Source: an optimization exercise on an open RTL-to-GDS flow (aim: small area, a short achievable clock period and few clock cycles per item). Production flows keep margins and buffers that such runs may drop.
Function was checked by simulation only, so behaviour that the tests miss may differ from the original.
No activity file was given, so power comes from the tool's default toggle rates.

Setup of v23:
## sic_receiver_candidate_table
module sic_receiver_candidate_table #(
	parameter int MAX_SIGNALS = sic_pkg::MaxSignals
) (
	input  logic clk,
	input  logic arst_n,
	input  logic in_valid,
	output logic in_stall,
	input  logic [1:0] op,
	input  logic [15:0] signal_id,
	input  logic [47:0] signal_power,
	input  logic [7:0] signal_channel,
	input  logic [19:0] signal_period,
	input  logic [7:0] signal_modulation,
	input  logic [47:0] end_time,
	input  logic [47:0] now,
	input  logic [47:0] noise_power,
	output logic out_valid,
	input  logic out_stall,
	output logic [3:0] status,
	output logic [3:0] stored_count,
	input  logic cfg_valid,
	output logic cfg_ready,
	input  logic [2:0] cfg_index,
	input  logic [47:0] cfg_data
);
Size: ~9800 cells after synthesis, about 2100 flip-flops, roughly 310 I/O pins, about 120000 sq um of cells after synthesis.
Settings: LEC_CHECK=0, CAP_MARGIN=20, CORE_MARGIN=2, CORE_UTILIZATION=40, SLEW_MARGIN=20; clock period 12.0 ns.
standard.sh (not shown) runs the stock make flow with config.mk's settings and CLKGATE_MAP_FILE= SYNTH_SCRIPT=/design/flow/synth_recipe.tcl, a recipe that flattens the netlist after the stock synthesis.
==> flow/flow/run.sh <==
#!/bin/bash
cp standard.sh standard.sh.txt
export SETUP_SLACK_MARGIN=8
bash standard.sh > standard.log 2>&1
Testbench counts of v23, summed over its fixed seeds: cycles 5,546, items 4,800.
What v32 does differently from v23 at the input level:
--- a/flow/design.v
+++ b/flow/design.v
@@ -98,25 +98,25 @@
 	logic b_rd, b_wr;                
 	logic [N-1:0] b_mask [2];
 	logic [PW-1:0] b_noise [2];
 	logic [N-1:0] b_match [2];
 	logic [QW-1:0] b_idx [2];
 	logic [N-1:0] held;              
 	logic [N-1:0] w_q;               
 	logic [PW-1:0] enoise_q;         
 	logic [N-1:0] wm_q;              
 	logic [QW-1:0] eidx_q;           
 	logic efirst_q;                  
 	logic t_v, t_m, t_last, t_first;
-	logic [PW-1:0] t_p, t_p2;        
+	logic [N-1:0] t_sel, t_sel2;
 	logic [PW-1:0] t_noise;
 	logic [QW-1:0] t_idx;
 	logic [SW-1:0] racc_q;           
 	logic a_v, a_m, a_last, a_first;
 	logic [PW-1:0] a_p;
 	logic [SW-1:0] a_r;
 	logic [QW-1:0] a_idx;
 	logic b2_v, b2_m, b2_last, b2_first;
 	logic [CW-1:0] b2_r0, b2_r1, b2_r2;
 	logic [QW-1:0] b2_idx;
 	logic ok_q;
 	logic [3:0] q_st [QD];
@@ -266,26 +266,26 @@
 	assign w2 = w_q & ~tail;
 	always_comb begin
 		for (int i = 0; i < N; i++)
 			tail2[i] = w2[i] & ~|(w2 & ahd[i*N +: N]);
 	end
 	assign pick2 = ((tail2 & behind) != '0) ? tail2 : '0;
 	logic [PW-1:0] pick_pw, pick_pw2;
 	logic [SW-1:0] r_pick;
 	always_comb begin
 		pick_pw = '0;
 		pick_pw2 = '0;
 		for (int i = 0; i < N; i++) begin
-			pick_pw = pick_pw | (s_pw[i] & {PW{tail[i]}});
-			pick_pw2 = pick_pw2 | (s_pw[i] & {PW{pick2[i]}});
+			pick_pw = pick_pw | (s_pw[i] & {PW{t_sel[i]}});
+			pick_pw2 = pick_pw2 | (s_pw[i] & {PW{t_sel2[i]}});
 		end
 	end
 	assign r_pick = t_first ? SW'(t_noise) : racc_q;
 	logic [CW-1:0] csa_r0, csa_r1, csa_r2;
 	logic [CW-1:0] pp [17];
 	for (genvar j = 0; j < 16; j++) begin : g_pp
 		assign pp[j] = thr_q[j] ? (CW'(a_r) << j) : '0;
 	end
 	assign pp[16] = ~(CW'({a_p, 8'd0}));
 	logic [CW-1:0] cs_s0, cs_c0;
 	assign cs_s0 = pp[0] ^ pp[1] ^ pp[2];
 	assign cs_c0 = ((pp[0] & pp[1]) | (pp[0] & pp[2]) | (pp[1] & pp[2])) << 1;
@@ -402,75 +402,67 @@
 	end
 	always_ff @(posedge clk) begin
 		if (!b_vld[b_wr]) begin
 			b_mask[b_wr] <= live; b_noise[b_wr] <= r0_a; b_match[b_wr] <= lmatch; b_idx[b_wr] <= q_tail;
 		end
 		if (load_in) begin
 			enoise_q <= r0_a; wm_q <= lmatch; eidx_q <= q_tail; efirst_q <= 1'b1;
 		end else if (load_buf) begin
 			enoise_q <= b_noise[b_rd]; wm_q <= b_match[b_rd]; eidx_q <= b_idx[b_rd]; efirst_q <= 1'b1;
 		end else if (w_q != '0) begin
 			efirst_q <= 1'b0;
 		end
-		t_p <= pick_pw;
-		t_p2 <= pick_pw2;
+		t_sel <= tail;
+		t_sel2 <= pick2;
 		t_noise <= enoise_q;
 		t_m <= |(tail & wm_q);
 		t_last <= ((w_q & ~tail & ~pick2) == '0);
 		t_first <= efirst_q;
 		t_idx <= eidx_q;
-		if (t_v) racc_q <= r_pick + SW'(t_p) + SW'(t_p2);
-		a_p <= t_p;
+		if (t_v) racc_q <= r_pick + SW'(pick_pw) + SW'(pick_pw2);
+		a_p <= pick_pw;
 		a_r <= r_pick;
 		a_m <= t_m;
 		a_last <= t_last;
 		a_first <= t_first;
 		a_idx <= t_idx;
 		b2_r0 <= csa_r0;
 		b2_r1 <= csa_r1;
 		b2_r2 <= csa_r2;
 		b2_m <= a_m;
 		b2_last <= a_last;
 		b2_first <= a_first;
 		b2_idx <= a_idx;
 		if (b2_v) ok_q <= ok_next;
 	end
-	logic fin, fin_ok;
-	logic [QW-1:0] fin_idx;
-	always_ff @(posedge clk or negedge arst_n) begin
-		if (!arst_n) fin <= 1'b0;
-		else fin <= b2_v && b2_last;
-	end
-	always_ff @(posedge clk) begin
-		fin_ok <= ok_next;
-		fin_idx <= b2_idx;
-	end
+	logic fin;
+	assign fin = b2_v && b2_last;
 	logic [3:0] q_st_n [QD];
 	logic [3:0] q_cnt_n [QD];
 	logic [QD-1:0] q_rdy_n;
 	logic [QW-1:0] q_head_n;
 	always_comb begin
 		for (int i = 0; i < QD; i++) begin
 			q_st_n[i] = q_st[i];
 			q_cnt_n[i] = q_cnt[i];
 			q_rdy_n[i] = q_rdy[i];
 			if (take && q_head == QW'(i)) q_rdy_n[i] = 1'b0;
 			if (acc && q_tail == QW'(i)) begin
 				q_st_n[i] = acc_st; q_rdy_n[i] = 1'b0;
 			end
 			if (c_v && c_idx == QW'(i)) begin
 				q_cnt_n[i] = valid_cnt; q_rdy_n[i] = !c_walk;
 			end
-			if (fin && fin_idx == QW'(i)) begin
-				q_st_n[i] = fin_ok ? sic_pkg::ST_OK : sic_pkg::ST_UNDECODABLE;
+			if (fin && b2_idx == QW'(i)) begin
+				q_st_n[i] = ok_next ? sic_pkg::ST_OK : sic_pkg::ST_UNDECODABLE;
 				q_rdy_n[i] = 1'b1;
 			end
 		end
 	end
 	assign q_head_n = take ? q_head + 1'b1 : q_head;
 	logic c_v, c_walk;
 	logic [QW-1:0] c_idx;
 	always_ff @(posedge clk or negedge arst_n) begin
 		if (!arst_n) c_v <= 1'b0;
 		else c_v <= acc;
 	end
 	always_ff @(posedge clk) begin
Summary: post-route total power, v32 better than v23. Comparing v32 with v23, the final cell count came out essentially unchanged. v32 vs v23: share of final-layout standard cells stronger than drive strength 1 up. Between v23 and v32, the total number of vias figures differ only marginally. Sequential-cell power consumption, v23 and v32: larger value in v23. Against v23, v32 reports a final critical-path setup slack that is lower. Looking at instance count of the mapped netlist, v32 sits below v23. Summary: with v23 as the reference, die area in v32 moved down slightly. On number of sinks handled by clock tree synthesis, the lower figure sits with v32, not v23. [compare] base=v23 new=v32: async set-reset flop share out of synthesis moved up, final hold slack moved down, final cell area excluding filler cells moved down, final standard cell utilization of the core level. Against v23, v32 comes in about 0.4% lower on mean instance size in the synthesized netlist.
Testbench counts of v32, summed over its fixed seeds: cycles 5,537, items 4,800.

==> afterwards: timing with drivers on the ports <==
How much do the figures lean on ideal ports? The routed layouts below were timed once more, with nothing changed but the port constraints.
Step 1 sets driving cells, clkbuf_16 on the clock port and buf_2 on the other inputs (assumed; they add their load-dependent delay and slew).
Step 2 times the ports against the registers' clock, not the clock port: input delays grow and output delays shrink by t, the midpoint of the rising clock arrivals with the driver on.
a / b / c = ideal / step 1 / step 2; a / b = the first two.
| run | t (ns) | slack for setup (ns) | worst setup path at the end | latest minus earliest clock arrival (ns) |
|---|---|---|---|---|
| v23 | 0.989 | 7.521 / 7.521 / 6.874 | input to register | 0.056 / 0.056 |
| v32 | 1.010 | 7.315 / 7.315 / 6.701 | input to register | 0.065 / 0.065 |
After both steps setup and hold are still met in every run listed. For v23, which loses most, drivers alone change the setup slack by 0.000 ns; drivers and shift together by -0.647 ns.
